What follows belongs to an exercise in optimizing a design on an open flow for small area, a short achievable clock period and few clock cycles per item; a production flow would make more cautious choices. Only simulation tests tie the RTL to the original design; equivalence was not proved.

[flow/run.sh]
#!/bin/bash
# synth_recipe.tcl (not shown) runs the flow's synth.tcl, then flattens the netlist and writes it again
# the make line also repeats each setting of config.mk as NAME=value (left out here)
make -C /OpenROAD-flow-scripts/flow DESIGN_CONFIG=/design/flow/config.mk WORK_HOME=/design/flow/orfs CLKGATE_MAP_FILE= SYNTH_SCRIPT=/design/flow/synth_recipe.tcl finish
[flow/config.mk]
export PLATFORM = sky130hd
export DESIGN_NAME = oxygen_cell_calibrate_and_mod
export DESIGN_NICKNAME = oxygen_cell_calibrate_and_mod
export VERILOG_FILES = /design/flow/design.v
export SDC_FILE = /design/flow/constraint.sdc
export NUM_CORES = 4
export LEC_CHECK = 0
export CAP_MARGIN = 20
export CORE_MARGIN = 2
export CORE_UTILIZATION = 40
export SETUP_SLACK_MARGIN = 1.5
export SLEW_MARGIN = 20
[flow/constraint.sdc]
create_clock -name core_clock -period 6.0 [get_ports {clk}]
set_input_delay 1.2000 -clock core_clock [delete_from_list [all_inputs] [get_ports {clk}]]
set_output_delay 1.2000 -clock core_clock [all_outputs]
set_load 0.01 [all_outputs]
[flow/design.v]
`timescale 1ns / 1ps
`default_nettype none
package ocm_pkg;
    localparam int SAMPLE_W    = 16;
    localparam int CFG_W       = 8;
    localparam int CFG_IDX_W   = 2;
    localparam int O2_W        = 10;
    localparam int DEPTH_W     = 15;
    localparam int ACC_W       = 20;
    localparam int REF_W       = ACC_W - 1;
    localparam int PROD_W      = CFG_W + SAMPLE_W - 1;
    localparam logic OP_MEAS = 1'b0;
    localparam logic OP_CAL  = 1'b1;
    typedef enum logic [CFG_IDX_W-1:0] {
        REG_AIR_O2       = 2'd0,
        REG_LIMIT_NORMAL = 2'd1,
        REG_LIMIT_TECH   = 2'd2
    } cfg_reg_t;
    localparam logic [CFG_W-1:0] AIR_O2_RESET       = 8'd209;
    localparam logic [CFG_W-1:0] LIMIT_NORMAL_RESET = 8'd140;
    localparam logic [CFG_W-1:0] LIMIT_TECH_RESET   = 8'd160;
    localparam int O2_MIN       = 10;
    localparam int O2_MAX       = 1000;
    localparam int MOD_SCALE    = 1000;
    localparam int DEPTH_OFFSET = 100;
    localparam int DEPTH_MAX    = 32767;
endpackage
`default_nettype wire
`timescale 1ns / 1ps
`default_nettype none
module ocm_div #(
    parameter int WIDTH = 8,
    parameter int ARCH  = 0
) (
    input  logic [WIDTH-1:0] a,
    input  logic [WIDTH-1:0] b,
    output logic [WIDTH-1:0] diff,
    output logic             ge
);
    localparam int LG = (WIDTH > 1) ? $clog2(WIDTH) : 1;
    logic [WIDTH-1:0] pp, gg;
    logic [WIDTH-1:0] p, g;
    assign pp = a ^ ~b;
    assign gg = a & ~b;
    always_comb
    begin
        p = pp;
        g = gg;
        g[0] = gg[0] | pp[0];
        if (ARCH == 0)
        begin
            for (int i = 1; i <= LG; i = i + 1)
                for (int j = 2**i - 1; j < WIDTH; j = j + 2**i)
                begin
                    g[j] = g[j] | (p[j] & g[j - 2**(i-1)]);
                    p[j] = p[j] & p[j - 2**(i-1)];
                end
            for (int i = LG; i > 0; i = i - 1)
                for (int j = 2**i + 2**(i-1) - 1; j < WIDTH; j = j + 2**i)
                begin
                    g[j] = g[j] | (p[j] & g[j - 2**(i-1)]);
                    p[j] = p[j] & p[j - 2**(i-1)];
                end
        end
        else if (ARCH == 1)
        begin
            for (int j = WIDTH - 1; j >= 1; j = j - 1)
                if (j % 2 == 1)
                begin
                    g[j] = g[j] | (p[j] & g[j - 1]);
                    p[j] = p[j] & p[j - 1];
                end
            for (int i = 1; i < LG; i = i + 1)
                for (int j = WIDTH - 1; j >= 2**i; j = j - 1)
                    if (j % 2 == 1)
                    begin
                        g[j] = g[j] | (p[j] & g[j - 2**i]);
                        p[j] = p[j] & p[j - 2**i];
                    end
            for (int j = WIDTH - 1; j >= 2; j = j - 1)
                if (j % 2 == 0)
                begin
                    g[j] = g[j] | (p[j] & g[j - 1]);
                    p[j] = p[j] & p[j - 1];
                end
        end
        else
        begin
            for (int i = 0; i < LG; i = i + 1)
                for (int j = WIDTH - 1; j >= 2**i; j = j - 1)
                begin
                    g[j] = g[j] | (p[j] & g[j - 2**i]);
                    p[j] = p[j] & p[j - 2**i];
                end
        end
    end
    assign diff = pp ^ {g[WIDTH-2:0], 1'b1};
    assign ge   = g[WIDTH-1];
endmodule
`default_nettype wire
`timescale 1ns / 1ps
`default_nettype none
import ocm_pkg::*;
module oxygen_cell_calibrate_and_mod #(
    parameter int CAL_SAMPLES = 10
) (
    input  logic                                  clk,
    input  logic                                  rst_n,
    input  logic                                  in_valid,
    output logic                                  in_stall,
    input  logic                                  opcode,
    input  logic signed [ocm_pkg::SAMPLE_W-1:0]   sample,
    output logic                                  out_valid,
    input  logic                                  out_stall,
    output logic [ocm_pkg::O2_W-1:0]              o2_tenths,
    output logic [ocm_pkg::DEPTH_W-1:0]           depth_normal_tenths,
    output logic [ocm_pkg::DEPTH_W-1:0]           depth_tech_tenths,
    output logic                                  calibration_done,
    output logic                                  not_calibrated,
    input  logic                                  cfg_valid,
    output logic                                  cfg_ready,
    input  logic [ocm_pkg::CFG_IDX_W-1:0]         cfg_index,
    input  logic [ocm_pkg::CFG_W-1:0]             cfg_data
);
    logic [7:0]  air_reg;
    logic [14:0] ln_reg, lt_reg;
    logic [19:0] acc_reg;
    logic [3:0]  cnt_reg;
    logic [18:0] ref_reg;
    logic [20:0] ref3_reg;
    logic [7:0]  lnr_reg, ltr_reg;
    logic        ref_ok_reg;
    logic        en, accept, cal_stall;
    logic [19:0] cal_sum;
    logic        cal_pos;
    logic v_s1, cal_s1, last_s1;
    logic [15:0] smp_s1;
    logic v_s2;
    logic [0:0] cal_s2;
    logic [0:0] nc_s2;
    logic [0:0] x_s2;
    logic [18:0] pl_s2;
    logic [18:0] ph_s2;
    logic v_s3;
    logic [0:0] cal_s3;
    logic [0:0] nc_s3;
    logic [0:0] x_s3;
    logic [25:0] p5_s3;
    logic v_s4;
    logic [0:0] cal_s4;
    logic [0:0] nc_s4;
    logic [0:0] x_s4;
    logic [0:0] ovf_s4;
    logic [18:0] rem_s4;
    logic [6:0] nl_s4;
    logic [1:0] q_s4;
    logic v_s5;
    logic [0:0] cal_s5;
    logic [0:0] nc_s5;
    logic [0:0] x_s5;
    logic [0:0] ovf_s5;
    logic [18:0] rem_s5;
    logic [4:0] nl_s5;
    logic [3:0] q_s5;
    logic v_s6;
    logic [0:0] cal_s6;
    logic [0:0] nc_s6;
    logic [0:0] x_s6;
    logic [0:0] ovf_s6;
    logic [18:0] rem_s6;
    logic [2:0] nl_s6;
    logic [5:0] q_s6;
    logic v_s7;
    logic [0:0] cal_s7;
    logic [0:0] nc_s7;
    logic [0:0] x_s7;
    logic [0:0] ovf_s7;
    logic [18:0] rem_s7;
    logic [0:0] nl_s7;
    logic [7:0] q_s7;
    logic v_s8;
    logic [0:0] cal_s8;
    logic [0:0] nc_s8;
    logic [0:0] x_s8;
    logic [0:0] ovf_s8;
    logic [18:0] rem_s8;
    logic [9:0] q_s8;
    logic v_s9;
    logic [0:0] cal_s9;
    logic [0:0] nc_s9;
    logic [0:0] x_s9;
    logic [9:0] o2_s9;
    logic [4:0] rn_s9;
    logic [4:0] rt_s9;
    logic [1:0] qn_s9;
    logic [1:0] qt_s9;
    logic v_s10;
    logic [0:0] cal_s10;
    logic [0:0] nc_s10;
    logic [0:0] x_s10;
    logic [9:0] o2_s10;
    logic [6:0] rn_s10;
    logic [6:0] rt_s10;
    logic [3:0] qn_s10;
    logic [3:0] qt_s10;
    logic v_s11;
    logic [0:0] cal_s11;
    logic [0:0] nc_s11;
    logic [0:0] x_s11;
    logic [9:0] o2_s11;
    logic [8:0] rn_s11;
    logic [8:0] rt_s11;
    logic [5:0] qn_s11;
    logic [5:0] qt_s11;
    logic v_s12;
    logic [0:0] cal_s12;
    logic [0:0] nc_s12;
    logic [0:0] x_s12;
    logic [9:0] o2_s12;
    logic [9:0] rn_s12;
    logic [9:0] rt_s12;
    logic [7:0] qn_s12;
    logic [7:0] qt_s12;
    logic v_s13;
    logic [0:0] cal_s13;
    logic [0:0] nc_s13;
    logic [0:0] x_s13;
    logic [9:0] o2_s13;
    logic [9:0] rn_s13;
    logic [9:0] rt_s13;
    logic [9:0] qn_s13;
    logic [9:0] qt_s13;
    logic v_s14;
    logic [0:0] cal_s14;
    logic [0:0] nc_s14;
    logic [0:0] x_s14;
    logic [9:0] o2_s14;
    logic [9:0] rn_s14;
    logic [9:0] rt_s14;
    logic [11:0] qn_s14;
    logic [11:0] qt_s14;
    logic v_s15;
    logic [0:0] cal_s15;
    logic [0:0] nc_s15;
    logic [0:0] x_s15;
    logic [9:0] o2_s15;
    logic [9:0] rn_s15;
    logic [9:0] rt_s15;
    logic [13:0] qn_s15;
    logic [13:0] qt_s15;
    logic v_s16;
    logic [9:0] o2_s16;
    logic [14:0] dn_s16;
    logic [14:0] dt_s16;
    logic [0:0] done_s16;
    logic [0:0] nc_s16;
    logic [19:0] sum_1;
    assign sum_1 = acc_reg + {{4{smp_s1[15]}}, smp_s1};
    logic [0:0] pos_2;
    assign pos_2 = !sum_1[19] && (sum_1 != 20'd0);
    logic [0:0] nc_3;
    assign nc_3 = (cal_s1 && last_s1) ? !pos_2 : !ref_ok_reg;
    logic [0:0] x_4;
    assign x_4 = cal_s1 ? last_s1 : (smp_s1[15] || (smp_s1 == 16'd0));
    assign cal_sum = sum_1;
    assign cal_pos = pos_2;
    logic [14:0] s15_5;
    assign s15_5 = smp_s1[14:0];
    logic [18:0] pl_6;
    assign pl_6 = 19'(s15_5) * 19'(air_reg[3:0]);
    logic [18:0] ph_7;
    assign ph_7 = 19'(s15_5) * 19'(air_reg[7:4]);
    logic [25:0] p5_8;
    assign p5_8 = 26'(pl_s2) + 26'({pl_s2, 2'd0}) + 26'({ph_s2, 4'd0}) + 26'({ph_s2, 6'd0});
    logic [0:0] ovf_9;
    assign ovf_9 = ({2'b00, p5_s3[25:9]} >= ref_reg);
    logic [16:0] rem_10;
    assign rem_10 = p5_s3[25:9];
    logic [8:0] nl_11;
    assign nl_11 = p5_s3[8:0];
    logic [18:0] tr_12;
    assign tr_12 = {rem_10, nl_11[8], nl_11[7]};
    logic [20:0] df_13;
    logic [0:0] ge_14;
    ocm_div #(.WIDTH(21), .ARCH(0)) u_df_13 (.a(21'(tr_12)), .b(21'(ref_reg)), .diff(df_13), .ge(ge_14));
    logic [20:0] df_15;
    logic [0:0] ge_16;
    ocm_div #(.WIDTH(21), .ARCH(0)) u_df_15 (.a(21'(tr_12)), .b(21'({ref_reg, 1'b0})), .diff(df_15), .ge(ge_16));
    logic [20:0] df_17;
    logic [0:0] ge_18;
    ocm_div #(.WIDTH(21), .ARCH(0)) u_df_17 (.a(21'(tr_12)), .b(21'(ref3_reg)), .diff(df_17), .ge(ge_18));
    logic [18:0] rem_19;
    assign rem_19 = ge_18 ? df_17[18:0] : ge_16 ? df_15[18:0] : ge_14 ? df_13[18:0] : tr_12[18:0];
    logic [1:0] q_20;
    assign q_20 = {ge_16, (ge_18 || (ge_14 && !ge_16))};
    logic [6:0] nl_21;
    assign nl_21 = nl_11[6:0];
    logic [20:0] tr_22;
    assign tr_22 = {rem_s4, nl_s4[6], nl_s4[5]};
    logic [20:0] df_23;
    logic [0:0] ge_24;
    ocm_div #(.WIDTH(21), .ARCH(0)) u_df_23 (.a(21'(tr_22)), .b(21'(ref_reg)), .diff(df_23), .ge(ge_24));
    logic [20:0] df_25;
    logic [0:0] ge_26;
    ocm_div #(.WIDTH(21), .ARCH(0)) u_df_25 (.a(21'(tr_22)), .b(21'({ref_reg, 1'b0})), .diff(df_25), .ge(ge_26));
    logic [20:0] df_27;
    logic [0:0] ge_28;
    ocm_div #(.WIDTH(21), .ARCH(0)) u_df_27 (.a(21'(tr_22)), .b(21'(ref3_reg)), .diff(df_27), .ge(ge_28));
    logic [18:0] rem_29;
    assign rem_29 = ge_28 ? df_27[18:0] : ge_26 ? df_25[18:0] : ge_24 ? df_23[18:0] : tr_22[18:0];
    logic [3:0] q_30;
    assign q_30 = {q_s4, ge_26, (ge_28 || (ge_24 && !ge_26))};
    logic [4:0] nl_31;
    assign nl_31 = nl_s4[4:0];
    logic [20:0] tr_32;
    assign tr_32 = {rem_s5, nl_s5[4], nl_s5[3]};
    logic [20:0] df_33;
    logic [0:0] ge_34;
    ocm_div #(.WIDTH(21), .ARCH(0)) u_df_33 (.a(21'(tr_32)), .b(21'(ref_reg)), .diff(df_33), .ge(ge_34));
    logic [20:0] df_35;
    logic [0:0] ge_36;
    ocm_div #(.WIDTH(21), .ARCH(0)) u_df_35 (.a(21'(tr_32)), .b(21'({ref_reg, 1'b0})), .diff(df_35), .ge(ge_36));
    logic [20:0] df_37;
    logic [0:0] ge_38;
    ocm_div #(.WIDTH(21), .ARCH(0)) u_df_37 (.a(21'(tr_32)), .b(21'(ref3_reg)), .diff(df_37), .ge(ge_38));
    logic [18:0] rem_39;
    assign rem_39 = ge_38 ? df_37[18:0] : ge_36 ? df_35[18:0] : ge_34 ? df_33[18:0] : tr_32[18:0];
    logic [5:0] q_40;
    assign q_40 = {q_s5, ge_36, (ge_38 || (ge_34 && !ge_36))};
    logic [2:0] nl_41;
    assign nl_41 = nl_s5[2:0];
    logic [20:0] tr_42;
    assign tr_42 = {rem_s6, nl_s6[2], nl_s6[1]};
    logic [20:0] df_43;
    logic [0:0] ge_44;
    ocm_div #(.WIDTH(21), .ARCH(0)) u_df_43 (.a(21'(tr_42)), .b(21'(ref_reg)), .diff(df_43), .ge(ge_44));
    logic [20:0] df_45;
    logic [0:0] ge_46;
    ocm_div #(.WIDTH(21), .ARCH(0)) u_df_45 (.a(21'(tr_42)), .b(21'({ref_reg, 1'b0})), .diff(df_45), .ge(ge_46));
    logic [20:0] df_47;
    logic [0:0] ge_48;
    ocm_div #(.WIDTH(21), .ARCH(0)) u_df_47 (.a(21'(tr_42)), .b(21'(ref3_reg)), .diff(df_47), .ge(ge_48));
    logic [18:0] rem_49;
    assign rem_49 = ge_48 ? df_47[18:0] : ge_46 ? df_45[18:0] : ge_44 ? df_43[18:0] : tr_42[18:0];
    logic [7:0] q_50;
    assign q_50 = {q_s6, ge_46, (ge_48 || (ge_44 && !ge_46))};
    logic [0:0] nl_51;
    assign nl_51 = nl_s6[0:0];
    logic [20:0] tr_52;
    assign tr_52 = {rem_s7, nl_s7[0], 1'b0};
    logic [20:0] df_53;
    logic [0:0] ge_54;
    ocm_div #(.WIDTH(21), .ARCH(0)) u_df_53 (.a(21'(tr_52)), .b(21'(ref_reg)), .diff(df_53), .ge(ge_54));
    logic [20:0] df_55;
    logic [0:0] ge_56;
    ocm_div #(.WIDTH(21), .ARCH(0)) u_df_55 (.a(21'(tr_52)), .b(21'({ref_reg, 1'b0})), .diff(df_55), .ge(ge_56));
    logic [20:0] df_57;
    logic [0:0] ge_58;
    ocm_div #(.WIDTH(21), .ARCH(0)) u_df_57 (.a(21'(tr_52)), .b(21'(ref3_reg)), .diff(df_57), .ge(ge_58));
    logic [18:0] rem_59;
    assign rem_59 = ge_58 ? df_57[18:0] : ge_56 ? df_55[18:0] : ge_54 ? df_53[18:0] : tr_52[18:0];
    logic [9:0] q_60;
    assign q_60 = {q_s7, ge_56, (ge_58 || (ge_54 && !ge_56))};
    logic [9:0] o2_61;
    assign o2_61 = cal_s8 ? 10'd0 : nc_s8 ? 10'd1000 : x_s8 ? 10'd10 : ovf_s8 ? 10'd1000 : (q_s8 > 10'd1000) ? 10'd1000 : (q_s8 < 10'd10) ? 10'd10 : q_s8;
    logic [2:0] rn_62;
    assign rn_62 = ln_reg[14:12];
    logic [2:0] rt_63;
    assign rt_63 = lt_reg[14:12];
    logic [3:0] trn_64;
    assign trn_64 = {rn_62, ln_reg[11]};
    logic [9:0] df_65;
    logic [0:0] ge_66;
    ocm_div #(.WIDTH(10), .ARCH(0)) u_df_65 (.a(10'(trn_64)), .b(10'(o2_61)), .diff(df_65), .ge(ge_66));
    logic [3:0] remn_67;
    assign remn_67 = ge_66 ? df_65[3:0] : trn_64[3:0];
    logic [0:0] qn_68;
    assign qn_68 = ge_66;
    logic [3:0] trt_69;
    assign trt_69 = {rt_63, lt_reg[11]};
    logic [9:0] df_70;
    logic [0:0] ge_71;
    ocm_div #(.WIDTH(10), .ARCH(0)) u_df_70 (.a(10'(trt_69)), .b(10'(o2_61)), .diff(df_70), .ge(ge_71));
    logic [3:0] remt_72;
    assign remt_72 = ge_71 ? df_70[3:0] : trt_69[3:0];
    logic [0:0] qt_73;
    assign qt_73 = ge_71;
    logic [4:0] trn_74;
    assign trn_74 = {remn_67, ln_reg[10]};
    logic [9:0] df_75;
    logic [0:0] ge_76;
    ocm_div #(.WIDTH(10), .ARCH(0)) u_df_75 (.a(10'(trn_74)), .b(10'(o2_61)), .diff(df_75), .ge(ge_76));
    logic [4:0] remn_77;
    assign remn_77 = ge_76 ? df_75[4:0] : trn_74[4:0];
    logic [1:0] qn_78;
    assign qn_78 = {qn_68, ge_76};
    logic [4:0] trt_79;
    assign trt_79 = {remt_72, lt_reg[10]};
    logic [9:0] df_80;
    logic [0:0] ge_81;
    ocm_div #(.WIDTH(10), .ARCH(0)) u_df_80 (.a(10'(trt_79)), .b(10'(o2_61)), .diff(df_80), .ge(ge_81));
    logic [4:0] remt_82;
    assign remt_82 = ge_81 ? df_80[4:0] : trt_79[4:0];
    logic [1:0] qt_83;
    assign qt_83 = {qt_73, ge_81};
    logic [5:0] trn_84;
    assign trn_84 = {rn_s9, ln_reg[9]};
    logic [9:0] df_85;
    logic [0:0] ge_86;
    ocm_div #(.WIDTH(10), .ARCH(0)) u_df_85 (.a(10'(trn_84)), .b(10'(o2_s9)), .diff(df_85), .ge(ge_86));
    logic [5:0] remn_87;
    assign remn_87 = ge_86 ? df_85[5:0] : trn_84[5:0];
    logic [2:0] qn_88;
    assign qn_88 = {qn_s9, ge_86};
    logic [5:0] trt_89;
    assign trt_89 = {rt_s9, lt_reg[9]};
    logic [9:0] df_90;
    logic [0:0] ge_91;
    ocm_div #(.WIDTH(10), .ARCH(0)) u_df_90 (.a(10'(trt_89)), .b(10'(o2_s9)), .diff(df_90), .ge(ge_91));
    logic [5:0] remt_92;
    assign remt_92 = ge_91 ? df_90[5:0] : trt_89[5:0];
    logic [2:0] qt_93;
    assign qt_93 = {qt_s9, ge_91};
    logic [6:0] trn_94;
    assign trn_94 = {remn_87, ln_reg[8]};
    logic [9:0] df_95;
    logic [0:0] ge_96;
    ocm_div #(.WIDTH(10), .ARCH(0)) u_df_95 (.a(10'(trn_94)), .b(10'(o2_s9)), .diff(df_95), .ge(ge_96));
    logic [6:0] remn_97;
    assign remn_97 = ge_96 ? df_95[6:0] : trn_94[6:0];
    logic [3:0] qn_98;
    assign qn_98 = {qn_88, ge_96};
    logic [6:0] trt_99;
    assign trt_99 = {remt_92, lt_reg[8]};
    logic [9:0] df_100;
    logic [0:0] ge_101;
    ocm_div #(.WIDTH(10), .ARCH(0)) u_df_100 (.a(10'(trt_99)), .b(10'(o2_s9)), .diff(df_100), .ge(ge_101));
    logic [6:0] remt_102;
    assign remt_102 = ge_101 ? df_100[6:0] : trt_99[6:0];
    logic [3:0] qt_103;
    assign qt_103 = {qt_93, ge_101};
    logic [7:0] trn_104;
    assign trn_104 = {rn_s10, ln_reg[7]};
    logic [9:0] df_105;
    logic [0:0] ge_106;
    ocm_div #(.WIDTH(10), .ARCH(0)) u_df_105 (.a(10'(trn_104)), .b(10'(o2_s10)), .diff(df_105), .ge(ge_106));
    logic [7:0] remn_107;
    assign remn_107 = ge_106 ? df_105[7:0] : trn_104[7:0];
    logic [4:0] qn_108;
    assign qn_108 = {qn_s10, ge_106};
    logic [7:0] trt_109;
    assign trt_109 = {rt_s10, lt_reg[7]};
    logic [9:0] df_110;
    logic [0:0] ge_111;
    ocm_div #(.WIDTH(10), .ARCH(0)) u_df_110 (.a(10'(trt_109)), .b(10'(o2_s10)), .diff(df_110), .ge(ge_111));
    logic [7:0] remt_112;
    assign remt_112 = ge_111 ? df_110[7:0] : trt_109[7:0];
    logic [4:0] qt_113;
    assign qt_113 = {qt_s10, ge_111};
    logic [8:0] trn_114;
    assign trn_114 = {remn_107, ln_reg[6]};
    logic [9:0] df_115;
    logic [0:0] ge_116;
    ocm_div #(.WIDTH(10), .ARCH(0)) u_df_115 (.a(10'(trn_114)), .b(10'(o2_s10)), .diff(df_115), .ge(ge_116));
    logic [8:0] remn_117;
    assign remn_117 = ge_116 ? df_115[8:0] : trn_114[8:0];
    logic [5:0] qn_118;
    assign qn_118 = {qn_108, ge_116};
    logic [8:0] trt_119;
    assign trt_119 = {remt_112, lt_reg[6]};
    logic [9:0] df_120;
    logic [0:0] ge_121;
    ocm_div #(.WIDTH(10), .ARCH(0)) u_df_120 (.a(10'(trt_119)), .b(10'(o2_s10)), .diff(df_120), .ge(ge_121));
    logic [8:0] remt_122;
    assign remt_122 = ge_121 ? df_120[8:0] : trt_119[8:0];
    logic [5:0] qt_123;
    assign qt_123 = {qt_113, ge_121};
    logic [9:0] trn_124;
    assign trn_124 = {rn_s11, ln_reg[5]};
    logic [9:0] df_125;
    logic [0:0] ge_126;
    ocm_div #(.WIDTH(10), .ARCH(0)) u_df_125 (.a(10'(trn_124)), .b(10'(o2_s11)), .diff(df_125), .ge(ge_126));
    logic [9:0] remn_127;
    assign remn_127 = ge_126 ? df_125[9:0] : trn_124[9:0];
    logic [6:0] qn_128;
    assign qn_128 = {qn_s11, ge_126};
    logic [9:0] trt_129;
    assign trt_129 = {rt_s11, lt_reg[5]};
    logic [9:0] df_130;
    logic [0:0] ge_131;
    ocm_div #(.WIDTH(10), .ARCH(0)) u_df_130 (.a(10'(trt_129)), .b(10'(o2_s11)), .diff(df_130), .ge(ge_131));
    logic [9:0] remt_132;
    assign remt_132 = ge_131 ? df_130[9:0] : trt_129[9:0];
    logic [6:0] qt_133;
    assign qt_133 = {qt_s11, ge_131};
    logic [10:0] trn_134;
    assign trn_134 = {remn_127, ln_reg[4]};
    logic [10:0] df_135;
    logic [0:0] ge_136;
    ocm_div #(.WIDTH(11), .ARCH(0)) u_df_135 (.a(11'(trn_134)), .b(11'(o2_s11)), .diff(df_135), .ge(ge_136));
    logic [9:0] remn_137;
    assign remn_137 = ge_136 ? df_135[9:0] : trn_134[9:0];
    logic [7:0] qn_138;
    assign qn_138 = {qn_128, ge_136};
    logic [10:0] trt_139;
    assign trt_139 = {remt_132, lt_reg[4]};
    logic [10:0] df_140;
    logic [0:0] ge_141;
    ocm_div #(.WIDTH(11), .ARCH(0)) u_df_140 (.a(11'(trt_139)), .b(11'(o2_s11)), .diff(df_140), .ge(ge_141));
    logic [9:0] remt_142;
    assign remt_142 = ge_141 ? df_140[9:0] : trt_139[9:0];
    logic [7:0] qt_143;
    assign qt_143 = {qt_133, ge_141};
    logic [10:0] trn_144;
    assign trn_144 = {rn_s12, ln_reg[3]};
    logic [10:0] df_145;
    logic [0:0] ge_146;
    ocm_div #(.WIDTH(11), .ARCH(0)) u_df_145 (.a(11'(trn_144)), .b(11'(o2_s12)), .diff(df_145), .ge(ge_146));
    logic [9:0] remn_147;
    assign remn_147 = ge_146 ? df_145[9:0] : trn_144[9:0];
    logic [8:0] qn_148;
    assign qn_148 = {qn_s12, ge_146};
    logic [10:0] trt_149;
    assign trt_149 = {rt_s12, lt_reg[3]};
    logic [10:0] df_150;
    logic [0:0] ge_151;
    ocm_div #(.WIDTH(11), .ARCH(0)) u_df_150 (.a(11'(trt_149)), .b(11'(o2_s12)), .diff(df_150), .ge(ge_151));
    logic [9:0] remt_152;
    assign remt_152 = ge_151 ? df_150[9:0] : trt_149[9:0];
    logic [8:0] qt_153;
    assign qt_153 = {qt_s12, ge_151};
    logic [10:0] trn_154;
    assign trn_154 = {remn_147, ln_reg[2]};
    logic [10:0] df_155;
    logic [0:0] ge_156;
    ocm_div #(.WIDTH(11), .ARCH(0)) u_df_155 (.a(11'(trn_154)), .b(11'(o2_s12)), .diff(df_155), .ge(ge_156));
    logic [9:0] remn_157;
    assign remn_157 = ge_156 ? df_155[9:0] : trn_154[9:0];
    logic [9:0] qn_158;
    assign qn_158 = {qn_148, ge_156};
    logic [10:0] trt_159;
    assign trt_159 = {remt_152, lt_reg[2]};
    logic [10:0] df_160;
    logic [0:0] ge_161;
    ocm_div #(.WIDTH(11), .ARCH(0)) u_df_160 (.a(11'(trt_159)), .b(11'(o2_s12)), .diff(df_160), .ge(ge_161));
    logic [9:0] remt_162;
    assign remt_162 = ge_161 ? df_160[9:0] : trt_159[9:0];
    logic [9:0] qt_163;
    assign qt_163 = {qt_153, ge_161};
    logic [10:0] trn_164;
    assign trn_164 = {rn_s13, ln_reg[1]};
    logic [10:0] df_165;
    logic [0:0] ge_166;
    ocm_div #(.WIDTH(11), .ARCH(0)) u_df_165 (.a(11'(trn_164)), .b(11'(o2_s13)), .diff(df_165), .ge(ge_166));
    logic [9:0] remn_167;
    assign remn_167 = ge_166 ? df_165[9:0] : trn_164[9:0];
    logic [10:0] qn_168;
    assign qn_168 = {qn_s13, ge_166};
    logic [10:0] trt_169;
    assign trt_169 = {rt_s13, lt_reg[1]};
    logic [10:0] df_170;
    logic [0:0] ge_171;
    ocm_div #(.WIDTH(11), .ARCH(0)) u_df_170 (.a(11'(trt_169)), .b(11'(o2_s13)), .diff(df_170), .ge(ge_171));
    logic [9:0] remt_172;
    assign remt_172 = ge_171 ? df_170[9:0] : trt_169[9:0];
    logic [10:0] qt_173;
    assign qt_173 = {qt_s13, ge_171};
    logic [10:0] trn_174;
    assign trn_174 = {remn_167, ln_reg[0]};
    logic [10:0] df_175;
    logic [0:0] ge_176;
    ocm_div #(.WIDTH(11), .ARCH(0)) u_df_175 (.a(11'(trn_174)), .b(11'(o2_s13)), .diff(df_175), .ge(ge_176));
    logic [9:0] remn_177;
    assign remn_177 = ge_176 ? df_175[9:0] : trn_174[9:0];
    logic [11:0] qn_178;
    assign qn_178 = {qn_168, ge_176};
    logic [10:0] trt_179;
    assign trt_179 = {remt_172, lt_reg[0]};
    logic [10:0] df_180;
    logic [0:0] ge_181;
    ocm_div #(.WIDTH(11), .ARCH(0)) u_df_180 (.a(11'(trt_179)), .b(11'(o2_s13)), .diff(df_180), .ge(ge_181));
    logic [9:0] remt_182;
    assign remt_182 = ge_181 ? df_180[9:0] : trt_179[9:0];
    logic [11:0] qt_183;
    assign qt_183 = {qt_173, ge_181};
    logic [10:0] trn_184;
    assign trn_184 = {rn_s14, 1'b0};
    logic [10:0] df_185;
    logic [0:0] ge_186;
    ocm_div #(.WIDTH(11), .ARCH(0)) u_df_185 (.a(11'(trn_184)), .b(11'(o2_s14)), .diff(df_185), .ge(ge_186));
    logic [9:0] remn_187;
    assign remn_187 = ge_186 ? df_185[9:0] : trn_184[9:0];
    logic [12:0] qn_188;
    assign qn_188 = {qn_s14, ge_186};
    logic [10:0] trt_189;
    assign trt_189 = {rt_s14, 1'b0};
    logic [10:0] df_190;
    logic [0:0] ge_191;
    ocm_div #(.WIDTH(11), .ARCH(0)) u_df_190 (.a(11'(trt_189)), .b(11'(o2_s14)), .diff(df_190), .ge(ge_191));
    logic [9:0] remt_192;
    assign remt_192 = ge_191 ? df_190[9:0] : trt_189[9:0];
    logic [12:0] qt_193;
    assign qt_193 = {qt_s14, ge_191};
    logic [10:0] trn_194;
    assign trn_194 = {remn_187, 1'b0};
    logic [10:0] df_195;
    logic [0:0] ge_196;
    ocm_div #(.WIDTH(11), .ARCH(0)) u_df_195 (.a(11'(trn_194)), .b(11'(o2_s14)), .diff(df_195), .ge(ge_196));
    logic [9:0] remn_197;
    assign remn_197 = ge_196 ? df_195[9:0] : trn_194[9:0];
    logic [13:0] qn_198;
    assign qn_198 = {qn_188, ge_196};
    logic [10:0] trt_199;
    assign trt_199 = {remt_192, 1'b0};
    logic [10:0] df_200;
    logic [0:0] ge_201;
    ocm_div #(.WIDTH(11), .ARCH(0)) u_df_200 (.a(11'(trt_199)), .b(11'(o2_s14)), .diff(df_200), .ge(ge_201));
    logic [9:0] remt_202;
    assign remt_202 = ge_201 ? df_200[9:0] : trt_199[9:0];
    logic [13:0] qt_203;
    assign qt_203 = {qt_193, ge_201};
    logic [10:0] trn_204;
    assign trn_204 = {rn_s15, 1'b0};
    logic [10:0] df_205;
    logic [0:0] ge_206;
    ocm_div #(.WIDTH(11), .ARCH(0)) u_df_205 (.a(11'(trn_204)), .b(11'(o2_s15)), .diff(df_205), .ge(ge_206));
    logic [9:0] remn_207;
    assign remn_207 = ge_206 ? df_205[9:0] : trn_204[9:0];
    logic [14:0] qn_208;
    assign qn_208 = {qn_s15, ge_206};
    logic [10:0] trt_209;
    assign trt_209 = {rt_s15, 1'b0};
    logic [10:0] df_210;
    logic [0:0] ge_211;
    ocm_div #(.WIDTH(11), .ARCH(0)) u_df_210 (.a(11'(trt_209)), .b(11'(o2_s15)), .diff(df_210), .ge(ge_211));
    logic [9:0] remt_212;
    assign remt_212 = ge_211 ? df_210[9:0] : trt_209[9:0];
    logic [14:0] qt_213;
    assign qt_213 = {qt_s15, ge_211};
    logic [14:0] depn_214;
    assign depn_214 = (cal_s15 || (qn_208 < 15'd100)) ? 15'd0 : (qn_208 - 15'd100);
    logic [14:0] dept_215;
    assign dept_215 = (cal_s15 || (qt_213 < 15'd100)) ? 15'd0 : (qt_213 - 15'd100);
    logic [0:0] done_216;
    assign done_216 = cal_s15 && x_s15;
    assign en        = !(v_s16 && out_stall);
    assign cal_stall = (cnt_reg == 4'd9) && ((v_s1 && !cal_s1) || (v_s2 && !cal_s2) || (v_s3 && !cal_s3) || (v_s4 && !cal_s4) || (v_s5 && !cal_s5) || (v_s6 && !cal_s6) || (v_s7 && !cal_s7));
    assign in_stall  = !en || cal_stall;
    assign accept    = in_valid && !in_stall;
    always_ff @(posedge clk or negedge rst_n)
    begin
        if (!rst_n)
        begin
            air_reg    <= 8'd209;
            ln_reg     <= 15'd17500;
            lt_reg     <= 15'd20000;
            acc_reg    <= '0;
            cnt_reg    <= '0;
            ref_reg    <= '0;
            ref_ok_reg <= 1'b0;
            v_s1       <= 1'b0;
            v_s2 <= 1'b0;
            v_s3 <= 1'b0;
            v_s4 <= 1'b0;
            v_s5 <= 1'b0;
            v_s6 <= 1'b0;
            v_s7 <= 1'b0;
            v_s8 <= 1'b0;
            v_s9 <= 1'b0;
            v_s10 <= 1'b0;
            v_s11 <= 1'b0;
            v_s12 <= 1'b0;
            v_s13 <= 1'b0;
            v_s14 <= 1'b0;
            v_s15 <= 1'b0;
            v_s16 <= 1'b0;
        end
        else
        begin
            if (cfg_valid)
            begin
                case (cfg_index)
                    2'd0: air_reg  <= cfg_data;
                    2'd1: ln_reg   <= {cfg_data, 7'd0} - 15'(cfg_data) - {6'd0, cfg_data, 1'b0};
                    2'd2: lt_reg   <= {cfg_data, 7'd0} - 15'(cfg_data) - {6'd0, cfg_data, 1'b0};
                    default: ;
                endcase
            end
            if (accept && opcode)
                cnt_reg <= (cnt_reg == 4'd9) ? 4'd0 : cnt_reg + 4'd1;
            if (en)
            begin
                v_s1 <= accept;
                v_s2 <= v_s1;
                v_s3 <= v_s2;
                v_s4 <= v_s3;
                v_s5 <= v_s4;
                v_s6 <= v_s5;
                v_s7 <= v_s6;
                v_s8 <= v_s7;
                v_s9 <= v_s8;
                v_s10 <= v_s9;
                v_s11 <= v_s10;
                v_s12 <= v_s11;
                v_s13 <= v_s12;
                v_s14 <= v_s13;
                v_s15 <= v_s14;
                v_s16 <= v_s15;
                if (v_s1 && cal_s1)
                begin
                    if (last_s1)
                    begin
                        ref_reg    <= cal_sum[18:0];
                        ref_ok_reg <= cal_pos;
                        acc_reg    <= '0;
                    end
                    else
                        acc_reg <= cal_sum;
                end
            end
        end
    end
    always_ff @(posedge clk)
    begin
        ref3_reg <= 21'(ref_reg) + {1'b0, ref_reg, 1'b0};
        if (en)
        begin
            cal_s1  <= opcode;
            last_s1 <= (cnt_reg == 4'd9);
            smp_s1  <= sample;
            cal_s2 <= cal_s1;
            nc_s2 <= nc_3;
            x_s2 <= x_4;
            pl_s2 <= pl_6;
            ph_s2 <= ph_7;
            cal_s3 <= cal_s2;
            nc_s3 <= nc_s2;
            x_s3 <= x_s2;
            p5_s3 <= p5_8;
            cal_s4 <= cal_s3;
            nc_s4 <= nc_s3;
            x_s4 <= x_s3;
            ovf_s4 <= ovf_9;
            rem_s4 <= rem_19;
            nl_s4 <= nl_21;
            q_s4 <= q_20;
            cal_s5 <= cal_s4;
            nc_s5 <= nc_s4;
            x_s5 <= x_s4;
            ovf_s5 <= ovf_s4;
            rem_s5 <= rem_29;
            nl_s5 <= nl_31;
            q_s5 <= q_30;
            cal_s6 <= cal_s5;
            nc_s6 <= nc_s5;
            x_s6 <= x_s5;
            ovf_s6 <= ovf_s5;
            rem_s6 <= rem_39;
            nl_s6 <= nl_41;
            q_s6 <= q_40;
            cal_s7 <= cal_s6;
            nc_s7 <= nc_s6;
            x_s7 <= x_s6;
            ovf_s7 <= ovf_s6;
            rem_s7 <= rem_49;
            nl_s7 <= nl_51;
            q_s7 <= q_50;
            cal_s8 <= cal_s7;
            nc_s8 <= nc_s7;
            x_s8 <= x_s7;
            ovf_s8 <= ovf_s7;
            rem_s8 <= rem_59;
            q_s8 <= q_60;
            cal_s9 <= cal_s8;
            nc_s9 <= nc_s8;
            x_s9 <= x_s8;
            o2_s9 <= o2_61;
            rn_s9 <= remn_77;
            rt_s9 <= remt_82;
            qn_s9 <= qn_78;
            qt_s9 <= qt_83;
            cal_s10 <= cal_s9;
            nc_s10 <= nc_s9;
            x_s10 <= x_s9;
            o2_s10 <= o2_s9;
            rn_s10 <= remn_97;
            rt_s10 <= remt_102;
            qn_s10 <= qn_98;
            qt_s10 <= qt_103;
            cal_s11 <= cal_s10;
            nc_s11 <= nc_s10;
            x_s11 <= x_s10;
            o2_s11 <= o2_s10;
            rn_s11 <= remn_117;
            rt_s11 <= remt_122;
            qn_s11 <= qn_118;
            qt_s11 <= qt_123;
            cal_s12 <= cal_s11;
            nc_s12 <= nc_s11;
            x_s12 <= x_s11;
            o2_s12 <= o2_s11;
            rn_s12 <= remn_137;
            rt_s12 <= remt_142;
            qn_s12 <= qn_138;
            qt_s12 <= qt_143;
            cal_s13 <= cal_s12;
            nc_s13 <= nc_s12;
            x_s13 <= x_s12;
            o2_s13 <= o2_s12;
            rn_s13 <= remn_157;
            rt_s13 <= remt_162;
            qn_s13 <= qn_158;
            qt_s13 <= qt_163;
            cal_s14 <= cal_s13;
            nc_s14 <= nc_s13;
            x_s14 <= x_s13;
            o2_s14 <= o2_s13;
            rn_s14 <= remn_177;
            rt_s14 <= remt_182;
            qn_s14 <= qn_178;
            qt_s14 <= qt_183;
            cal_s15 <= cal_s14;
            nc_s15 <= nc_s14;
            x_s15 <= x_s14;
            o2_s15 <= o2_s14;
            rn_s15 <= remn_197;
            rt_s15 <= remt_202;
            qn_s15 <= qn_198;
            qt_s15 <= qt_203;
            o2_s16 <= o2_s15;
            dn_s16 <= depn_214;
            dt_s16 <= dept_215;
            done_s16 <= done_216;
            nc_s16 <= nc_s15;
        end
    end
    assign cfg_ready           = 1'b1;
    assign out_valid           = v_s16;
    assign o2_tenths           = o2_s16;
    assign depth_normal_tenths = dn_s16;
    assign depth_tech_tenths   = dt_s16;
    assign calibration_done    = done_s16;
    assign not_calibrated      = nc_s16;
endmodule
`default_nettype wire
==> results.sh, run 1 <==
export IMPL_arrival_ps=5210
export IMPL_worst_slew_pin_slew_ps=1230
export IMPL_rr_startpoint="o2_s14[1]$_DFFE_PN_"
export IMPL_synth_seq_area_share_pct=38.6
export IMPL_hold_path_class="reg2reg"
export IMPL_synth_top_area_cell="edfxtp_1"
export IMPL_gr_usage_met3_pct=3.24
export IMPL_cts_root_buf="clkbuf_16"
export IMPL_routedWlPerCell_um=19.4
export IMPL_core_area_um2=134000
export IMPL_worstHoldStart="q_s7[2]$_DFFE_PN_"
export IMPL_min_path_cells=0
export IMPL_cp_start_kind="flip-flop"
export IMPL_layout_common_cells="ha_1, edfxtp_1, inv_1"
export IMPL_ys_types=85
export IMPL_setup_viol=0
export IMPL_synth_async_sr_flop_share_pct=13.7
export IMPL_vias=37500
export IMPL_yosysWarnings=4
export IMPL_drv_cap=0
export IMPL_cts_tree="done"
export IMPL_skew_ps=54.0
export IMPL_route_detailed_drc=0
export IMPL_area_growth_pct=18.4
export IMPL_maxSlewHeadroom_pct=16.8
export IMPL_drive_gt1_share_pct=18.0
export IMPL_yosysTopAreaCellShare_pct=33.2
export IMPL_core_rowCount=134
export IMPL_syn_area_per_cell_um2=11.3
export IMPL_clk_latency_ps=720
export IMPL_worstHoldEndpoint="q_s8[4]$_DFFE_PN_"
export IMPL_antenna_found_initial=3
export IMPL_grt_pass1_vias=38000
export IMPL_largest_reg_flops=26
export IMPL_cp_slowest_cell="edfxtp_1"
export IMPL_nets=6160
export IMPL_ys_flop_type="edfxtp_1"
export IMPL_required_ps=6440
export IMPL_final_common_cell="ha_1"
export IMPL_reg2reg_slack_ps=1230
export IMPL_min_period_ps=4770
export IMPL_cpMostUsedCell="a21o_1"
export IMPL_cts_sinks=716
export IMPL_hold_buffers=0
export IMPL_synth_top_family_by_area="adder cells"
export IMPL_clock_path_buffers=3
export IMPL_tns_ps=0
export IMPL_vias_per_cell=5.36
export IMPL_synth_simple_area_share_pct=9.05
export IMPL_synth_compound_area_share_pct=12.5
export IMPL_die_w_um=371
export IMPL_setup_ws_ps=1230
export IMPL_timing_final_hold_violations=0
export IMPL_maxSlewViolCount=0
export IMPL_synth_mux_area_share_pct=4.77
export IMPL_use_met1_pct=25.5
export IMPL_grt_pass1_wl_um=212000
export IMPL_hold_ws_ps=374
export IMPL_synth_fa_ha_area_share_pct=26.6
export IMPL_r2r_cells=22
export IMPL_fmax_mhz=210
export IMPL_initial_core_util_pct=40.4
export IMPL_dp_slack_ps=857
export IMPL_ant_nets=0
export IMPL_synth_area_leaders="edfxtp_1, ha_1, fa_1"
export IMPL_htreeDepth=3
export IMPL_drt_iter0_markers=2179
export IMPL_ys_seq_elements=716
export IMPL_synthCells=4770
export IMPL_gp_congestion=0.884
export IMPL_cp_end_kind="flip-flop"
export IMPL_fillers=11900
export IMPL_post_dp_hpwl_um=99300
export IMPL_worstSetupPathType="reg2reg"
export IMPL_worstPathMaxFanout=5
export IMPL_grt_overflow=0
export IMPL_synth_fp_nets=5767
export IMPL_multi_input_area_um2=32900
export IMPL_grt_use_total_pct=19.7
export IMPL_die_area_um2=138000
export IMPL_die_y_um=371
export IMPL_rsz0062_at_grt="yes"
export IMPL_crit_chain="inv_2 > buf_6 > fa_2 > a21o_1 > a21o_1 > a21oi_2 > o21ai_2 > nand3_2 > a21boi_2 > nor3_4 > mux2_4 > ha_4 > a21o_1 > a21o_1 > a21o_1 > a21o_1 > a21oi_2 > nor2b_2 > or2_4 > fa_2 > xor2_1 > mux2_4"
export IMPL_use_met2_pct=33.6
export IMPL_io_buffers=75
export IMPL_regArea_um2=20800
export IMPL_syn_area_um2=53900
export IMPL_numCtsBuffers=85
export IMPL_synth_edf_count=597
export IMPL_synth_xor_area_share_pct=4.95
export IMPL_busiest_layer="met2"
export IMPL_io_pins=77
export IMPL_outcome="finished clean"
export IMPL_fin_crit_sh_pct=79.5
export IMPL_clk_pin_slew_worst_paths_ps=60
export IMPL_wl_um=136000
export IMPL_grt_max_degree=150
export IMPL_r2r_end="rt_s15[9]$_DFFE_PN_"
export IMPL_critPathMaxStageDelay_ps=380
export IMPL_first_pass_iters=5
-- worst max-delay path: cells and delay by family (launching register included) --
| family | cells | cell delay, ps |
|---|---|---|
| simple gates | 4 | 730 |
| mux | 2 | 620 |
| fa+ha+maj | 3 | 900 |
| xor+xnor | 1 | 150 |
| compound gates | 10 | 1520 |
| flops | 1 | 380 |
| buf+inv | 2 | 180 |
-- timing repair --
item	in CTS	in global routing
resized for setup	297	112
buffers inserted	195	75
cloned	8	0
setup endpoints to repair	134	147
pin swaps	113	84
-- how the worst max path moves through the flow --
stage                     slack, ps  cells after the start             startpoint                  end
final                          1230                     22    o2_s14[1]$_DFFE_PN_  rt_s15[9]$_DFFE_PN_
after global routing           1030                     22    o2_s14[1]$_DFFE_PN_  rt_s15[9]$_DFFE_PN_
after global placement          890                     23  ln_reg[5]$_DFFE_PN0P_  rn_s12[2]$_DFFE_PN_
after floorplan                1400                     20    o2_s14[0]$_DFFE_PN_  rn_s15[9]$_DFFE_PN_
after detailed placement        860                     22    o2_s11[0]$_DFFE_PN_  rn_s12[3]$_DFFE_PN_
after CTS                      1240                     22    o2_s12[0]$_DFFE_PN_  rt_s13[7]$_DFFE_PN_
-- logic make-up after synthesis --
kind of cell,count (synthesis)
AO/OA/AOI/OAI,1034
XOR/XNOR,305
adder cells (fa/ha/maj),965
buffers and inverters,478
flip-flops,716
multiplexers,233
other,1
AND/OR/NAND/NOR,1038
-- metal layers --
layer | vias up | wire, um
li1 | 18100 | -
met1 | 18500 | 59200
met2 | 720 | 66400
met3 | 247 | 6100
met4 | 2 | 4380
met5 | - | 15
-- through the flow --
stage          instances  utilization (%)  area (um2)
6_report            7001             47.8       63800
5_1_grt             7000             47.8       63800
4_1_cts             6925             47.0       62800
3_5_place_dp        6566             42.8       57200
3_3_place_gp        6566             42.8       57200
2_1_floorplan       4770                -       54300
-- Yosys cell counts (11+ instances only) --
cell	instances
nand3_1	59
or2_2	11
nor4_1	22
xnor2_1	161
clkbuf_1	61
nor2b_1	47
edfxtp_1	597
inv_1	374
or3_1	21
and2_1	50
nor3_1	75
ha_1	661
dfstp_2	15
a211o_1	14
mux2i_1	41
a22oi_1	17
nor2_1	269
nand2_1	335
a31oi_1	17
nand2b_1	61
dfrtp_1	83
o21a_1	56
buf_2	28
a21boi_0	12
a21oi_1	270
a21o_1	158
a211oi_1	67
nand4_1	21
mux2_2	192
o31ai_1	13
o211ai_1	29
xor2_1	144
and3_1	33
o22ai_1	54
fa_1	304
o21ai_0	179
dfxtp_1	21
o21bai_1	37
-- final cells by class --
| type | instances | share of cell area [%] |
|---|---|---|
| multi-input cells | 3578 | 51.5 |
| well taps | 1768 | 3.47 |
| repair buffers | 407 | 5.61 |
| inverters | 375 | 2.26 |
| diodes | 1 | 0.00392 |
| clock inverters | 41 | 0.841 |
| flip-flops and latches | 716 | 32.6 |
| clock buffers | 115 | 3.73 |
Testbench counts, summed over its fixed seeds: cycles 1,408, items 1,280.
==> run 2: changes to the inputs <==
--- a/flow/config.mk
+++ b/flow/config.mk
@@ -7,6 +7,8 @@
 export LEC_CHECK = 0
 export CAP_MARGIN = 20
 export CORE_MARGIN = 2
-export CORE_UTILIZATION = 40
+export CORE_UTILIZATION = 60
+export CTS_BUF_LIST = sky130_fd_sc_hd__clkbuf_4 sky130_fd_sc_hd__clkbuf_8
+export CTS_CLUSTER_SIZE = 30
 export SETUP_SLACK_MARGIN = 1.5
 export SLEW_MARGIN = 20
==> results.sh, run 2 <==
export IMPL_yosysTopAreaCellShare_pct=33.2
export IMPL_drv_cap=0
export IMPL_gp_congestion=0.858
export IMPL_finalInstanceArea_um2=62000
export IMPL_initial_core_util_pct=60.7
export IMPL_htreeDepth=4
export IMPL_clk_latency_ps=840
export IMPL_grt_pass1_vias=37400
export IMPL_synth_simple_area_share_pct=9.05
export IMPL_vias=37300
export IMPL_reg2reg_slack_ps=1310
export IMPL_ys_types=85
export IMPL_synth_area_leaders="edfxtp_1, ha_1, fa_1"
export IMPL_drt_iter0_markers=2227
export IMPL_tns_ps=0
export IMPL_first_pass_iters=6
export IMPL_synthTopCellsByCount="ha_1, edfxtp_1, inv_1"
export IMPL_core_area_um2=88800
export IMPL_clock_path_buffers=3
export IMPL_route_detailed_drc=0
export IMPL_cts_root_buf="clkbuf_8"
export IMPL_ys_flop_type="edfxtp_1"
export IMPL_vias_per_cell=5.82
export IMPL_skew_ps=37.2
export IMPL_syn_area_um2=53900
export IMPL_layout_common_cells="ha_1, edfxtp_1, inv_1"
export IMPL_routedWlPerCell_um=20.0
export IMPL_synth_fa_ha_area_share_pct=26.6
export IMPL_synth_edf_count=597
export IMPL_rsz0062_at_grt="yes"
export IMPL_largest_reg_flops=26
export IMPL_die_y_um=304
export IMPL_cts_sinks=716
export IMPL_io_pins=77
export IMPL_min_period_ps=4690
export IMPL_antenna_found_initial=3
export IMPL_nets=6130
export IMPL_setup_viol=0
export IMPL_ys_seq_elements=716
export IMPL_timing_final_hold_violations=0
export IMPL_grt_max_degree=178
export IMPL_synth_fp_nets=5767
export IMPL_maxSlewHeadroom_pct=28.7
export IMPL_synth_mux_area_share_pct=4.77
export IMPL_worst_slew_pin_slew_ps=1070
export IMPL_required_ps=6580
export IMPL_yosysMostFrequentCell="ha_1"
export IMPL_yosysWarnings=4
export IMPL_die_area_um2=92300
export IMPL_drive_gt1_share_pct=17.7
export IMPL_dpl_cell_area_um2=56400
export IMPL_worstSetupPathType="reg2reg"
export IMPL_die_w_um=304
export IMPL_synthCells=4770
export IMPL_clk_pin_slew_worst_paths_ps=70
export IMPL_core_rowCount=109
export IMPL_arrival_ps=5270
export IMPL_dp_slack_ps=854
export IMPL_hold_buffers=0
export IMPL_final_common_cell="ha_1"
export IMPL_maxSlewViolCount=0
export IMPL_outcome="finished clean"
export IMPL_numCtsBuffers=132
export IMPL_wl_um=128000
export IMPL_hold_path_class="reg2reg"
export IMPL_synth_xor_area_share_pct=4.95
export IMPL_cp_end_kind="flip-flop"
export IMPL_cp_start_kind="flip-flop"
export IMPL_ant_nets=0
export IMPL_grt_overflow=0
export IMPL_synth_top_family_by_area="adder cells"
export IMPL_synth_compound_area_share_pct=12.5
export IMPL_setup_ws_ps=1310
export IMPL_worstPathMaxFanout=5
export IMPL_synth_async_sr_flop_share_pct=13.7
export IMPL_grt_pass1_wl_um=202000
export IMPL_synth_top_area_cell="edfxtp_1"
export IMPL_fin_crit_sh_pct=78.1
export IMPL_syn_area_per_cell_um2=11.3
export IMPL_area_growth_pct=15.0
export IMPL_fillers=6603
export IMPL_synth_seq_area_share_pct=38.6
export IMPL_post_dp_hpwl_um=93500
export IMPL_fmax_mhz=213
export IMPL_cts_tree="done"
export IMPL_io_buffers=75
export IMPL_grt_use_total_pct=27.6
run 2: cell counts after synthesis:
No cell type changed its count.
run 2: timing repair:
item / 4_1_cts / 5_1_grt
gates cloned: 8 / 3
setup buffers: 126 / 69
pin swaps: 89 / 127
setup endpoints to repair: 120 / 150
gates resized for setup: 167 / 179
run 2: worst paths after layout:
kind,start,to,depth (start not counted)
max reg2reg,o2_s11[0]$_DFFE_PN_,rt_s12[9]$_DFFE_PN_,22
min,qt_s14[10]$_DFFE_PN_,qt_s15[12]$_DFFE_PN_,0
max,o2_s11[0]$_DFFE_PN_,rt_s12[9]$_DFFE_PN_,22
min in group asynchronous,rst_n,v_s16$_DFFE_PN0N_,1
max in group asynchronous,rst_n,ref_reg[16]$_DFFE_PN0P_,2
min reg2reg,qt_s14[10]$_DFFE_PN_,qt_s15[12]$_DFFE_PN_,0
run 2: cells by family (layout without fill, tap and decap cells):
group	Yosys count	after routing
compound gates	1034	1036
other cells	1	3
simple gates	1038	1038
fa+ha+maj	965	965
buf+inv	478	942
flops	716	716
xor+xnor	305	305
mux	233	233
run 2: per-stage QoR:
stage	hold WS (ps)	std cells	utilization [%]
after detailed placement	405	5958	63.5
after global placement	401	5958	63.5
final	406	6403	69.8
after floorplan	400	4770	-
after global routing	410	6403	69.8
after CTS	377	6329	68.4
run 2: cell type report:
cell class / instances / area, um2 / area share (%)
clock buffers: 184 / 2310 / 3.72
repair buffers: 330 / 2860 / 4.61
well taps: 1165 / 1460 / 2.35
multi-input cells: 3578 / 32700 / 52.8
inverters: 375 / 1440 / 2.32
flip-flops and latches: 716 / 20800 / 33.6
diodes: 2 / 5.00 / 0.00807
clock inverters: 53 / 388 / 0.626
run 2: critical path, cell delays in order (launching register included):
cell	delay, ps
edfxtp_1	410
buf_6	120
ha_4	110
inv_2	40
fa_2	350
a21o_1	180
a21o_1	210
a21o_1	190
a21o_1	190
a31oi_4	220
o21ai_4	120
buf_4	170
o21ai_2	180
fa_2	300
nor2b_4	60
o21ai_4	140
a21boi_2	70
o211ai_1	200
a21bo_2	210
nand2b_1	80
fa_1	420
xor2_1	180
mux2_4	260
run 2: routing by layer:
| layer | share of wire [%] | up-vias | GRT usage (%) |
|---|---|---|---|
| met5 | 0.010 | - | 0 |
| met4 | 3.3 | 2 | 10.1 |
| met3 | 4.1 | 260 | 4.45 |
| met2 | 50 | 716 | 47.1 |
| met1 | 43 | 18300 | 35.6 |
| li1 | - | 18000 | - |
==> run 3: changes to the inputs <==
==> flow/config.mk (replaced) <==
export PLATFORM = sky130hd
export DESIGN_NAME = oxygen_cell_calibrate_and_mod
export DESIGN_NICKNAME = oxygen_cell_calibrate_and_mod
export VERILOG_FILES = /design/flow/design.v
export SDC_FILE = /design/flow/constraint.sdc
export NUM_CORES = 4
export LEC_CHECK = 0
export CAP_MARGIN = 5
export CORE_MARGIN = 2
export CORE_UTILIZATION = 60
export SETUP_SLACK_MARGIN = 1.5
export SLEW_MARGIN = 5
==> results.sh, run 3 <==
export IMPL_fin_cells=6324
export IMPL_rr_startpoint="o2_s10[0]$_DFFE_PN_"
export IMPL_io_pins=77
export IMPL_gp_congestion=0.858
export IMPL_antenna_found_initial=1
export IMPL_hold_path_class="reg2reg"
export IMPL_route_detailed_drc=0
export IMPL_layout_common_cells="ha_1, edfxtp_1, inv_1"
export IMPL_fin_crit_sh_pct=77.8
export IMPL_clock_path_buffers=3
export IMPL_drt_iter0_markers=2251
export IMPL_drv_cap=0
export IMPL_setup_viol=0
export IMPL_nets=6086
export IMPL_grt_pass1_vias=36900
export IMPL_ys_seq_elements=716
export IMPL_worstPathMaxFanout=4
export IMPL_die_area_um2=92300
export IMPL_largest_reg_flops=26
export IMPL_yosysMostFrequentCell="ha_1"
export IMPL_diodes=0
export IMPL_min_path_cells=0
export IMPL_ys_types=85
export IMPL_min_period_ps=4670
export IMPL_arrival_ps=5080
export IMPL_cts_tree="done"
export IMPL_clk_latency_ps=670
export IMPL_routedWlPerCell_um=20.1
export IMPL_critPathMaxStageDelay_ps=370
export IMPL_syn_area_um2=53900
export IMPL_cp_end_kind="flip-flop"
export IMPL_tns_ps=0
export IMPL_worstHoldStart="q_s4[1]$_DFFE_PN_"
export IMPL_synthTopCellsByCount="ha_1, edfxtp_1, inv_1"
export IMPL_yosysWarnings=4
export IMPL_rsz0062_at_grt="yes"
export IMPL_reg2reg_slack_ps=1330
export IMPL_r2r_end="rt_s11[3]$_DFFE_PN_"
export IMPL_skew_ps=25.0
export IMPL_post_dp_hpwl_um=93500
export IMPL_synth_async_sr_flop_share_pct=13.7
export IMPL_cts_sinks=716
export IMPL_multi_input_area_um2=32800
export IMPL_worstSetupPathType="reg2reg"
export IMPL_syn_area_per_cell_um2=11.3
export IMPL_grt_max_degree=178
export IMPL_final_common_cell="ha_1"
export IMPL_grt_use_total_pct=27.4
export IMPL_yosysTopAreaCellShare_pct=33.2
export IMPL_crit_chain="buf_6 > ha_4 > inv_2 > fa_2 > a21o_1 > a21oi_2 > o21bai_1 > a21o_1 > a21o_1 > a21oi_2 > nor3_4 > mux2_4 > ha_4 > a21o_1 > a21o_1 > a21o_1 > a21o_1 > a21o_1 > a21oi_4 > buf_6 > o22ai_4 > mux2_4"
export IMPL_first_pass_iters=5
export IMPL_fmax_mhz=214
export IMPL_synth_seq_area_share_pct=38.6
export IMPL_clk_pin_slew_worst_paths_ps=60
export IMPL_grt_overflow=0
export IMPL_die_w_um=304
export IMPL_outcome="finished clean"
export IMPL_vias_per_cell=5.87
export IMPL_synth_top_area_cell="edfxtp_1"
export IMPL_htreeDepth=3
export IMPL_maxSlewViolCount=0
export IMPL_synth_fp_nets=5767
export IMPL_dp_slack_ps=854
export IMPL_synthCells=4770
export IMPL_timing_final_hold_violations=0
export IMPL_initial_core_util_pct=60.7
export IMPL_dp_cells=5958
export IMPL_grt_pass1_wl_um=202000
export IMPL_hold_buffers=0
export IMPL_wl_um=127000
export IMPL_cp_start_kind="flip-flop"
export IMPL_fillers=6548
export IMPL_cts_root_buf="clkbuf_16"
export IMPL_vias=37100
export IMPL_area_growth_pct=15.4
export IMPL_core_area_um2=88800
export IMPL_io_buffers=75
export IMPL_numCtsBuffers=84
export IMPL_ant_nets=0
export IMPL_cpMostUsedCell="a21o_1"
export IMPL_die_y_um=304
export IMPL_hold_ws_ps=410
export IMPL_required_ps=6420
export IMPL_synth_edf_count=597
export IMPL_maxSlewHeadroom_pct=33.4
export IMPL_worstHoldEndpoint="q_s5[3]$_DFFE_PN_"
export IMPL_synth_area_leaders="edfxtp_1, ha_1, fa_1"
export IMPL_worst_slew_pin_slew_ps=999
export IMPL_core_rowCount=109
export IMPL_regArea_um2=20800
export IMPL_drive_gt1_share_pct=16.4
export IMPL_r2r_cells=22
export IMPL_cp_slowest_cell="edfxtp_1"
export IMPL_setup_ws_ps=1330
export IMPL_ys_flop_type="edfxtp_1"
==> run 3: worst max-delay path by stage <==
stage	startpoint	endpoint	depth (start not counted)
after floorplan	o2_s14[0]$_DFFE_PN_	rn_s15[9]$_DFFE_PN_	20
after global placement	o2_s14[0]$_DFFE_PN_	rt_s15[1]$_DFFE_PN_	20
after detailed placement	o2_s14[0]$_DFFE_PN_	rt_s15[7]$_DFFE_PN_	18
after CTS	rt_s14[0]$_DFFE_PN_	rt_s15[9]$_DFFE_PN_	20
after global routing	o2_s10[0]$_DFFE_PN_	rt_s11[3]$_DFFE_PN_	22
final	o2_s10[0]$_DFFE_PN_	rt_s11[3]$_DFFE_PN_	22
==> run 3: final cells by class <==
cell class                      instances  share of cell area, %
Multi-Input combinational cell       3578                   52.6
Sequential cell                       716                   33.5
Timing Repair Buffer                  334                   4.70
Clock buffer                          100                   3.59
Tap cell                             1165                   2.34
Inverter                              375                   2.31
Clock inverter                         56                  0.953
==> run 3: layer usage <==
metal	track usage, %	vias to the layer above	wire, um	part of all wire [%]
li1	-	18000	-	-
met1	36.1	18300	55500	44
met2	47.8	661	63700	50
met3	3.35	218	4170	3.3
met4	7.62	0	3720	2.9
met5	0	-	0	0
==> run 3: cells by family (layout without fill, tap and decap cells) <==
group	after synthesis	count (layout)	synth area share (%)
and+or+nand+nor	1038	1038	9.05
muxes	233	233	4.77
xor gates and xnor gates	305	305	4.95
buffers and inverters	478	865	3.47
DFF	716	716	38.6
AOI/OAI and AO/OA	1034	1036	12.5
other	1	1	0.00695
adders and majority gates	965	965	26.6
==> run 3: through the flow <==
stage / utilization (%) / area, um2
3_5_place_dp: 63.5 / 56400
3_3_place_gp: 63.5 / 56400
2_1_floorplan: - / 54300
6_report: 70.1 / 62200
4_1_cts: 68.7 / 61000
5_1_grt: 70.1 / 62200
==> run 3: repair_timing <==
| action | in CTS | in global routing |
|---|---|---|
| cloned | 8 | 2 |
| gates resized for setup | 195 | 159 |
| setup buffers | 129 | 71 |
| pin swaps | 103 | 131 |
| endpoints found under the setup margin | 120 | 148 |
==> run 3: worst max-delay path, delay by kind of cell, from the launching register on <==
| family | cells | cell delay, ps |
|---|---|---|
| AOI/OAI and AO/OA | 13 | 2310 |
| adders and majority gates | 3 | 660 |
| buffers and inverters | 3 | 280 |
| DFF | 1 | 370 |
| muxes | 2 | 700 |
| and+or+nand+nor | 1 | 90 |
==> run 4: changes to the inputs <==
--- a/flow/config.mk
+++ b/flow/config.mk
@@ -5,8 +5,8 @@
 export SDC_FILE = /design/flow/constraint.sdc
 export NUM_CORES = 4
 export LEC_CHECK = 0
-export CAP_MARGIN = 5
+export CAP_MARGIN = 20
 export CORE_MARGIN = 2
 export CORE_UTILIZATION = 60
-export SETUP_SLACK_MARGIN = 1.5
-export SLEW_MARGIN = 5
+export SETUP_SLACK_MARGIN = 1.7
+export SLEW_MARGIN = 20
==> results.sh, run 4 <==
export IMPL_r2r_cells=23
export IMPL_drv_cap=0
export IMPL_syn_area_per_cell_um2=11.3
export IMPL_cts_root_buf="clkbuf_16"
export IMPL_final_common_cell="ha_1"
export IMPL_reg2reg_slack_ps=1190
export IMPL_min_path_cells=0
export IMPL_cp_start_kind="flip-flop"
export IMPL_routedWlPerCell_um=20.7
export IMPL_initial_core_util_pct=60.7
export IMPL_worstPathMaxFanout=6
export IMPL_rsz0062_at_grt="yes"
export IMPL_synthTopCellsByCount="ha_1, edfxtp_1, inv_1"
export IMPL_min_period_ps=4810
export IMPL_largest_reg_flops=26
export IMPL_die_area_um2=92300
export IMPL_core_rowCount=109
export IMPL_clk_pin_slew_worst_paths_ps=60
export IMPL_maxSlewViolCount=0
export IMPL_numCtsBuffers=81
export IMPL_synth_edf_count=597
export IMPL_crit_family="compound AO/OA/AOI/OAI gates"
export IMPL_timing_final_hold_violations=0
export IMPL_arrival_ps=5200
export IMPL_io_pins=77
export IMPL_worst_slew_pin_slew_ps=1130
export IMPL_route_detailed_drc=0
export IMPL_r2r_end="rt_s15[9]$_DFFE_PN_"
export IMPL_outcome="finished clean"
export IMPL_crit_chain="inv_2 > buf_6 > fa_2 > a21o_1 > a21o_1 > a21oi_2 > o21ai_2 > nand3_2 > a21boi_2 > nor3_4 > buf_12 > mux2_4 > ha_4 > a21o_1 > a21o_1 > a21o_1 > a21o_1 > a21oi_2 > nor2b_2 > or2_4 > fa_2 > xor2_1 > mux2_4"
export IMPL_fin_crit_sh_pct=80.2
export IMPL_synth_top_area_cell="edfxtp_1"
export IMPL_ant_nets=0
export IMPL_clk_latency_ps=690
export IMPL_grt_use_total_pct=28.6
export IMPL_synthCells=4770
export IMPL_core_area_um2=88800
export IMPL_cpMostUsedCell="a21o_1"
export IMPL_grt_max_degree=155
export IMPL_htreeDepth=3
export IMPL_die_y_um=304
export IMPL_yosysWarnings=4
export IMPL_fin_cells=6414
export IMPL_synth_async_sr_flop_share_pct=13.7
export IMPL_gp_congestion=0.876
export IMPL_worstSetupPathType="reg2reg"
export IMPL_maxSlewHeadroom_pct=24.8
export IMPL_fmax_mhz=208
export IMPL_cp_end_kind="flip-flop"
export IMPL_critical_path_buf_inv_count=3
export IMPL_dpl_cell_area_um2=56700
export IMPL_die_w_um=304
export IMPL_skew_ps=51.1
export IMPL_ys_flop_type="edfxtp_1"
export IMPL_wl_um=133000
export IMPL_cts_sinks=716
export IMPL_vias=37700
export IMPL_drive_gt1_share_pct=18.4
export IMPL_worstHoldStart="q_s7[0]$_DFFE_PN_"
export IMPL_required_ps=6390
export IMPL_antenna_found_initial=1
export IMPL_tns_ps=0
export IMPL_hold_path_class="reg2reg"
export IMPL_ys_types=85
export IMPL_first_pass_iters=5
export IMPL_synth_area_leaders="edfxtp_1, ha_1, fa_1"
export IMPL_layout_common_cells="ha_1, edfxtp_1, inv_1"
export IMPL_io_buffers=75
[run 4: cell types whose count changed in the layout (fill, tap and decap cells not counted), moves of 5 or more]
cell / delta
buf_6: +25
nand2_1: -6
ha_4: -5
a21oi_1: -5
buf_4: +64
clkinv_16: +5
[run 4: cell families (layout without fill, tap and decap cells)]
logic type	Yosys count	after routing	synth area share [%]
simple gates	1038	1038	9.05
compound gates	1034	1036	12.5
fa+ha+maj	965	965	26.6
flops	716	716	38.6
buf+inv	478	954	3.47
xor+xnor	305	305	4.95
mux	233	233	4.77
other cells	1	2	0.00695
[run 4: how the worst max path moves through the flow]
stage,startpoint,endpoint,depth (start not counted)
after floorplan,o2_s14[0]$_DFFE_PN_,rn_s15[9]$_DFFE_PN_,21
after global placement,o2_s14[0]$_DFFE_PN_,rt_s15[9]$_DFFE_PN_,21
after detailed placement,o2_s14[0]$_DFFE_PN_,rt_s15[9]$_DFFE_PN_,22
after CTS,o2_s14[1]$_DFFE_PN_,rn_s15[9]$_DFFE_PN_,22
after global routing,o2_s14[1]$_DFFE_PN_,rt_s15[9]$_DFFE_PN_,23
final,o2_s14[1]$_DFFE_PN_,rt_s15[9]$_DFFE_PN_,23
[run 4: what timing repair did]
item | CTS | global route
pin swaps | 85 | 121
hold buffers | 0 | 0
endpoints found under the setup margin | 137 | 153
buffers inserted | 190 | 95
resized for setup | 194 | 134
gates cloned | 9 | 2
[run 4: per-layer routing]
metal | vias up | GRT usage [%] | part of all wire (%)
li1 | 18100 | - | -
met1 | 18600 | 36.1 | 42
met2 | 781 | 50.9 | 51
met3 | 242 | 2.95 | 3.7
met4 | 2 | 10.9 | 3.7
met5 | - | 0 | 0.0098
[run 4: cell type report]
class | instances | area, um2
multi-input combinational | 3578 | 32900
fill | 6286 | 25600
sequential | 716 | 20800
timing repair buffer | 428 | 3770
clock buffer | 105 | 2240
tap | 1165 | 1460
inverter | 375 | 1440
clock inverter | 46 | 596
antenna | 1 | 2.50
[run 4: metrics by stage]
stage | setup WS, ps | utilization [%]
6_report | 1190 | 71.2
5_1_grt | 1040 | 71.2
4_1_cts | 1310 | 69.7
3_5_place_dp | 877 | 63.9
3_3_place_gp | 1030 | 63.9
2_1_floorplan | 1420 | -

separate check: timing with driven ports:
No port has a modelled driver above. Below, the same layouts with a new extraction and two added sets of constraints. Step 1 sets driving cells, clkbuf_16 on the clock port and buf_2 on the other inputs (assumed; they add their load-dependent delay and slew). Step 2 moves the port delays by t, midway between the first and last clock arrival at a register: inputs arrive t later, outputs are due t later. That takes back most of the time a late clock gives input paths. a / b / c = ideal ports / drivers / drivers and shift; a / b = the first two.
run	t (ns)	setup WS [ns]	worst hold slack (ns)	worst setup path at the end	worst register clock-pin slew, ns
run 1	0.764	1.231 / 1.231 / 1.231	0.374 / 0.374 / 0.374	register to register	0.06 / 0.06
run 2	0.887	1.314 / 1.314 / 1.314	0.406 / 0.376 / 0.406	register to register	0.07 / 0.07
run 3	0.720	1.332 / 1.332 / 1.332	0.410 / 0.410 / 0.410	register to register	0.07 / 0.07
run 4	0.730	1.186 / 1.186 / 1.186	0.412 / 0.412 / 0.412	register to register	0.07 / 0.07
After both steps setup and hold are still met in every run listed.
